Context: an optimization exercise on an open-source flow, tuned for small area, a short achievable clock period and few clock cycles per item. The choices shown serve that exercise and are no tape-out recipe.

==> v31 <==
// rgb_to_hsv_pixel_top
module rgb_to_hsv_pixel_top (
   input  logic        clock,
   input  logic        reset,
   input  logic        pix_valid,
   output logic        pix_ready,
   input  logic [7:0]  pix_red,
   input  logic [7:0]  pix_green,
   input  logic [7:0]  pix_blue,
   output logic        hsv_valid,
   input  logic        hsv_ready,
   output logic [14:0] hsv_hue,
   output logic [7:0]  hsv_saturation,
   output logic [7:0]  hsv_brightness,
   output logic        hsv_is_gray
);
   logic [0:0] rg_1;
   logic [0:0] rb_2;
   logic [0:0] gb_3;
   logic v1;
   logic [7:0] s1_r;
   logic [7:0] s1_g;
   logic [7:0] s1_b;
   logic [0:0] s1_rg;
   logic [0:0] s1_rb;
   logic [0:0] s1_gb;
   logic [0:0] isr_4;
   logic [0:0] isg_5;
   logic [1:0] sec_6;
   logic [7:0] mx_7;
   logic [7:0] mn_8;
   logic [7:0] da_9;
   logic [7:0] db_10;
   logic [0:0] neg_11;
   logic [7:0] dl_12;
   logic [7:0] d_13;
  ...
clock: 8.5 ns
lec_check: 0
abc_clock_period_in_ps: 3500
cap_margin: 20
core_margin: 2
core_utilization: 40
setup_slack_margin: 5
slew_margin: 20
run.sh (not shown) runs the stock make flow with config.mk's settings and CLKGATE_MAP_FILE= SYNTH_SCRIPT=/design/flow/synth_recipe.tcl, a recipe that flattens the netlist after the stock synthesis.
==> v36 (differences from v31) <==
--- a/flow/design.v
+++ b/flow/design.v
@@ -10,40 +10,37 @@
    input  logic        hsv_ready,
    output logic [14:0] hsv_hue,
    output logic [7:0]  hsv_saturation,
    output logic [7:0]  hsv_brightness,
    output logic        hsv_is_gray
 );
+   logic v1;
+   logic [7:0] s1_pr;
+   logic [7:0] s1_pg;
+   logic [7:0] s1_pb;
    logic [0:0] rg_1;
    logic [0:0] rb_2;
    logic [0:0] gb_3;
-   logic v1;
-   logic [7:0] s1_r;
-   logic [7:0] s1_g;
-   logic [7:0] s1_b;
-   logic [0:0] s1_rg;
-   logic [0:0] s1_rb;
-   logic [0:0] s1_gb;
    logic [0:0] isr_4;
    logic [0:0] isg_5;
    logic [1:0] sec_6;
    logic [7:0] mx_7;
    logic [7:0] mn_8;
-   logic [7:0] da_9;
-   logic [7:0] db_10;
-   logic [0:0] neg_11;
-   logic [7:0] dl_12;
+   logic [7:0] dl_9;
+   logic [7:0] da_10;
+   logic [7:0] db_11;
+   logic [0:0] neg_12;
    logic [7:0] d_13;
    logic [11:0] d15_14;
    logic [7:0] hR_15;
    logic [3:0] hL_16;
    logic v2;
    logic [1:0] s2_sec;
    logic [7:0] s2_mx;
-   logic [0:0] s2_neg;
    logic [7:0] s2_dl;
+   logic [0:0] s2_neg;
    logic [7:0] s2_hR;
    logic [3:0] s2_hL;
    logic [2:0] hL_17;
    logic [8:0] hT_18;
    logic [9:0] hD_19;
    logic [0:0] hge_20;
@@ -61,14 +58,14 @@
    logic [0:0] hge_32;
    logic [7:0] hR_33;
    logic [2:0] hQ_34;
    logic v3;
    logic [1:0] s3_sec;
    logic [7:0] s3_mx;
-   logic [0:0] s3_neg;
    logic [7:0] s3_dl;
+   logic [0:0] s3_neg;
    logic [7:0] s3_hR;
    logic [0:0] s3_hL;
    logic [2:0] s3_hQ;
    logic [8:0] hT_35;
    logic [9:0] hD_36;
    logic [0:0] hge_37;
@@ -96,14 +93,14 @@
    logic [0:0] sge_59;
    logic [7:0] sR_60;
    logic [1:0] sQ_61;
    logic v4;
    logic [1:0] s4_sec;
    logic [7:0] s4_mx;
-   logic [0:0] s4_neg;
    logic [7:0] s4_dl;
+   logic [0:0] s4_neg;
    logic [7:0] s4_hR;
    logic [5:0] s4_hQ;
    logic [7:0] s4_sR;
    logic [1:0] s4_sQ;
    logic [7:0] nd_62;
    logic [8:0] hT_63;
@@ -136,14 +133,14 @@
    logic [0:0] sge_90;
    logic [7:0] sR_91;
    logic [4:0] sQ_92;
    logic v5;
    logic [1:0] s5_sec;
    logic [7:0] s5_mx;
-   logic [0:0] s5_neg;
    logic [7:0] s5_dl;
+   logic [0:0] s5_neg;
    logic [7:0] s5_hR;
    logic [8:0] s5_hQ;
    logic [7:0] s5_sR;
    logic [4:0] s5_sQ;
    logic [7:0] nd_93;
    logic [8:0] hT_94;
@@ -189,25 +186,25 @@
    logic [14:0] hue_127;
    logic [7:0] sat_128;
    logic [31:0] res_129;
    logic en;
    logic o_valid;
    logic [31:0] o_res;
-   assign rg_1 = pix_red >= pix_green;
-   assign rb_2 = pix_red >= pix_blue;
-   assign gb_3 = pix_green >= pix_blue;
-   assign isr_4 = s1_rg & s1_rb;
-   assign isg_5 = ~isr_4 & s1_gb;
+   assign rg_1 = s1_pr >= s1_pg;
+   assign rb_2 = s1_pr >= s1_pb;
+   assign gb_3 = s1_pg >= s1_pb;
+   assign isr_4 = rg_1 & rb_2;
+   assign isg_5 = ~isr_4 & gb_3;
    assign sec_6 = {~isr_4 & ~isg_5, isg_5};
-   assign mx_7 = isr_4 ? s1_r : (isg_5 ? s1_g : s1_b);
-   assign mn_8 = s1_rg ? (s1_gb ? s1_b : s1_g) : (s1_rb ? s1_b : s1_r);
-   assign da_9 = isr_4 ? s1_g : (isg_5 ? s1_b : s1_r);
-   assign db_10 = isr_4 ? s1_b : (isg_5 ? s1_r : s1_g);
-   assign neg_11 = isr_4 ? ~s1_gb : (isg_5 ? s1_rb : ~s1_rg);
-   assign dl_12 = mx_7 - mn_8;
-   assign d_13 = neg_11 ? db_10 - da_9 : da_9 - db_10;
+   assign mx_7 = isr_4 ? s1_pr : (isg_5 ? s1_pg : s1_pb);
+   assign mn_8 = rg_1 ? (gb_3 ? s1_pb : s1_pg) : (rb_2 ? s1_pb : s1_pr);
+   assign dl_9 = mx_7 - mn_8;
+   assign da_10 = isr_4 ? s1_pg : (isg_5 ? s1_pb : s1_pr);
+   assign db_11 = isr_4 ? s1_pb : (isg_5 ? s1_pr : s1_pg);
+   assign neg_12 = da_10 < db_11;
+   assign d_13 = neg_12 ? db_11 - da_10 : da_10 - db_11;
    assign d15_14 = {d_13, 4'b0000} - {4'b0000, d_13};
    assign hR_15 = d15_14[11:4];
    assign hL_16 = d15_14[3:0];
    assign hL_17 = s2_hL[2:0];
    assign hT_18 = {s2_hR, s2_hL[3]};
    assign hD_19 = {1'b0, hT_18} - {2'b00, s2_dl};
@@ -228,13 +225,13 @@
    assign hQ_34 = {hQ_28, hge_32};
    assign hT_35 = {s3_hR, s3_hL[0]};
    assign hD_36 = {1'b0, hT_35} - {2'b00, s3_dl};
    assign hge_37 = ~hD_36[9];
    assign hR_38 = hge_37 ? hD_36[7:0] : hT_35[7:0];
    assign hQ_39 = {s3_hQ, hge_37};
-   assign nd_40 = {s3_dl[7] ^ (|s3_dl[6:0]), s3_dl[6] ^ (|s3_dl[5:0]), s3_dl[5] ^ (|s3_dl[4:0]), s3_dl[4] ^ (|s3_dl[3:0]), s3_dl[3] ^ (|s3_dl[2:0]), s3_dl[2] ^ (|s3_dl[1:0]), s3_dl[1] ^ (|s3_dl[0:0]), s3_dl[0]};
+   assign nd_40 = 8'd0 - s3_dl;
    assign sR_41 = ~nd_40;
    assign hT_42 = {hR_38, 1'b0};
    assign hD_43 = {1'b0, hT_42} - {2'b00, s3_dl};
    assign hge_44 = ~hD_43[9];
    assign hR_45 = hge_44 ? hD_43[7:0] : hT_42[7:0];
    assign hQ_46 = {hQ_39, hge_44};
@@ -250,13 +247,13 @@
    assign hQ_56 = {hQ_46, hge_54};
    assign sT_57 = {sR_50, nd_40[6]};
    assign sD_58 = {1'b0, sT_57} - {2'b00, s3_mx};
    assign sge_59 = ~sD_58[9];
    assign sR_60 = sge_59 ? sD_58[7:0] : sT_57[7:0];
    assign sQ_61 = {sQ_51, sge_59};
-   assign nd_62 = {s4_dl[7] ^ (|s4_dl[6:0]), s4_dl[6] ^ (|s4_dl[5:0]), s4_dl[5] ^ (|s4_dl[4:0]), s4_dl[4] ^ (|s4_dl[3:0]), s4_dl[3] ^ (|s4_dl[2:0]), s4_dl[2] ^ (|s4_dl[1:0]), s4_dl[1] ^ (|s4_dl[0:0]), s4_dl[0]};
+   assign nd_62 = 8'd0 - s4_dl;
    assign hT_63 = {s4_hR, 1'b0};
    assign hD_64 = {1'b0, hT_63} - {2'b00, s4_dl};
    assign hge_65 = ~hD_64[9];
    assign hR_66 = hge_65 ? hD_64[7:0] : hT_63[7:0];
    assign hQ_67 = {s4_hQ, hge_65};
    assign sT_68 = {s4_sR, nd_62[5]};
@@ -281,13 +278,13 @@
    assign hQ_87 = {hQ_77, hge_85};
    assign sT_88 = {sR_81, nd_62[3]};
    assign sD_89 = {1'b0, sT_88} - {2'b00, s4_mx};
    assign sge_90 = ~sD_89[9];
    assign sR_91 = sge_90 ? sD_89[7:0] : sT_88[7:0];
    assign sQ_92 = {sQ_82, sge_90};
-   assign nd_93 = {s5_dl[7] ^ (|s5_dl[6:0]), s5_dl[6] ^ (|s5_dl[5:0]), s5_dl[5] ^ (|s5_dl[4:0]), s5_dl[4] ^ (|s5_dl[3:0]), s5_dl[3] ^ (|s5_dl[2:0]), s5_dl[2] ^ (|s5_dl[1:0]), s5_dl[1] ^ (|s5_dl[0:0]), s5_dl[0]};
+   assign nd_93 = 8'd0 - s5_dl;
    assign hT_94 = {s5_hR, 1'b0};
    assign hD_95 = {1'b0, hT_94} - {2'b00, s5_dl};
    assign hge_96 = ~hD_95[9];
    assign hR_97 = hge_96 ? hD_95[7:0] : hT_94[7:0];
    assign hQ_98 = {s5_hQ, hge_96};
    assign sT_99 = {s5_sR, nd_93[2]};
@@ -324,44 +321,41 @@
    always_ff @(posedge clock) begin
       if (reset) v1 <= 1'b0;
       else if (en) v1 <= pix_valid;
    end
    always_ff @(posedge clock) begin
       if (en) begin
-         s1_r <= pix_red;
-         s1_g <= pix_green;
-         s1_b <= pix_blue;
-         s1_rg <= rg_1;
-         s1_rb <= rb_2;
-         s1_gb <= gb_3;
+         s1_pr <= pix_red;
+         s1_pg <= pix_green;
+         s1_pb <= pix_blue;
       end
    end
    always_ff @(posedge clock) begin
       if (reset) v2 <= 1'b0;
       else if (en) v2 <= v1;
    end
    always_ff @(posedge clock) begin
       if (en) begin
          s2_sec <= sec_6;
          s2_mx <= mx_7;
-         s2_neg <= neg_11;
-         s2_dl <= dl_12;
+         s2_dl <= dl_9;
+         s2_neg <= neg_12;
          s2_hR <= hR_15;
          s2_hL <= hL_16;
       end
    end
    always_ff @(posedge clock) begin
       if (reset) v3 <= 1'b0;
       else if (en) v3 <= v2;
    end
    always_ff @(posedge clock) begin
       if (en) begin
          s3_sec <= s2_sec;
          s3_mx <= s2_mx;
-         s3_neg <= s2_neg;
          s3_dl <= s2_dl;
+         s3_neg <= s2_neg;
          s3_hR <= hR_33;
          s3_hL <= hL_29;
          s3_hQ <= hQ_34;
       end
    end
    always_ff @(posedge clock) begin
@@ -369,14 +363,14 @@
       else if (en) v4 <= v3;
    end
    always_ff @(posedge clock) begin
       if (en) begin
          s4_sec <= s3_sec;
          s4_mx <= s3_mx;
-         s4_neg <= s3_neg;
          s4_dl <= s3_dl;
+         s4_neg <= s3_neg;
          s4_hR <= hR_55;
          s4_hQ <= hQ_56;
          s4_sR <= sR_60;
          s4_sQ <= sQ_61;
       end
    end
@@ -385,14 +379,14 @@
       else if (en) v5 <= v4;
    end
    always_ff @(posedge clock) begin
       if (en) begin
          s5_sec <= s4_sec;
          s5_mx <= s4_mx;
-         s5_neg <= s4_neg;
          s5_dl <= s4_dl;
+         s5_neg <= s4_neg;
          s5_hR <= hR_86;
          s5_hQ <= hQ_87;
          s5_sR <= sR_91;
          s5_sQ <= sQ_92;
       end
    end
@@ -407,19 +401,28 @@
          s6_neg <= s5_neg;
          s6_hQ <= hQ_118;
          s6_sQ <= sQ_123;
          s6_gray <= gray_124;
       end
    end
-   assign en = ~o_valid | hsv_ready;
-   always_ff @(posedge clock) begin
-      if (reset) o_valid <= 1'b0;
-      else if (en) o_valid <= v6;
+   logic k_valid;
+   logic [31:0] k_res;
+   assign en = ~k_valid;
+   always_ff @(posedge clock) begin
+      if (reset) begin
+         o_valid <= 1'b0;
+         k_valid <= 1'b0;
+      end else begin
+         if (~o_valid | hsv_ready) o_valid <= k_valid | v6;
+         if (k_valid) k_valid <= ~hsv_ready;
+         else         k_valid <= v6 & o_valid & ~hsv_ready;
+      end
    end
    always_ff @(posedge clock) begin
-      if (en) o_res <= res_129;
+      if (~o_valid | hsv_ready) o_res <= k_valid ? k_res : res_129;
+      if (~k_valid) k_res <= res_129;
    end
    assign pix_ready      = en;
    assign hsv_valid      = o_valid;
    assign hsv_hue        = o_res[31:17];
    assign hsv_saturation = o_res[16:9];
    assign hsv_brightness = o_res[8:1];
==> flow/config.mk (replaced) <==
export PLATFORM = sky130hd
export DESIGN_NAME = rgb_to_hsv_pixel_top
export DESIGN_NICKNAME = rgb_to_hsv_pixel_top
export VERILOG_FILES = /design/flow/design.v
export SDC_FILE = /design/flow/constraint.sdc
export NUM_CORES = 4
export LEC_CHECK = 0
export ABC_CLOCK_PERIOD_IN_PS = 4000
export CAP_MARGIN = 20
export CORE_MARGIN = 2
export CORE_UTILIZATION = 40
export SETUP_SLACK_MARGIN = 4.5
export SLEW_MARGIN = 20
==> comparison table <==
metric	v36	v31
Run status	finished clean	finished clean
Critical path endpoint	s5_sR[6]	s5_sR[3]
Min-Delay Startpoint	s5_sec[1]	s2_mx[7]
Clock Skew	0.00875 ns	0.0148 ns
Most repeated library cell on the critical path	o21ai_1	buf_4
Worst hold path endpoint	s6_sec[1]	s3_mx[7]
Net count of the mapped netlist	2,036	1,994
Normalized max-slew margin	0.389	0.302
Fraction of layout cells with a size suffix above 1	0.312	0.306
Area used by multi-input combinational logic	0.0118 mm²	0.0118 mm²
Start point of the critical path	s4_dl[2]	s4_dl[0]
Latest clock arrival within the worst-skew pair	0.59 ns	0.57 ns
DP Area	0.0210 mm²	0.0202 mm²
Post-Syn Area per Cell	10.7 µm²	10.6 µm²
Clk tree area frac	0.0415	0.0397
Arrival time at the worst endpoint	6.77 ns	6.25 ns
Total buffers and inverters traversed by the critical path	1	9
Number of global-route vias before repair	14,600	13,900
Count of flip-flops with a built-in enable after synthesis	242	245
Std cell rows	80	78
Function was not checked in any run of this note: the RTL went through the layout flow alone.

## afterwards: timing with drivers on the ports
Ports are ideal in the flow. The routed layouts listed here were re-timed in OpenROAD. Step 1 assumes that a clkbuf_16 drives the clock port and a buf_2 every other input. Step 2 moves the port delays by t, midway between the first and last clock arrival at a register: inputs arrive t later, outputs are due t later. That takes back most of the time a late clock gives input paths. Slacks: ideal ports / drivers / drivers and shift; pairs: ideal ports / drivers.
| run | t, ns | slack for setup (ns) | worst setup path at the end | slew at the worst register clock pin (ns) |
|---|---|---|---|---|
| v31 | 0.615 | 2.557 / 2.557 / 2.557 | register to register | 0.07 / 0.07 |
| v36 | 0.647 | 2.077 / 2.077 / 2.077 | register to register | 0.07 / 0.07 |
After both steps setup and hold are still met in every run listed.
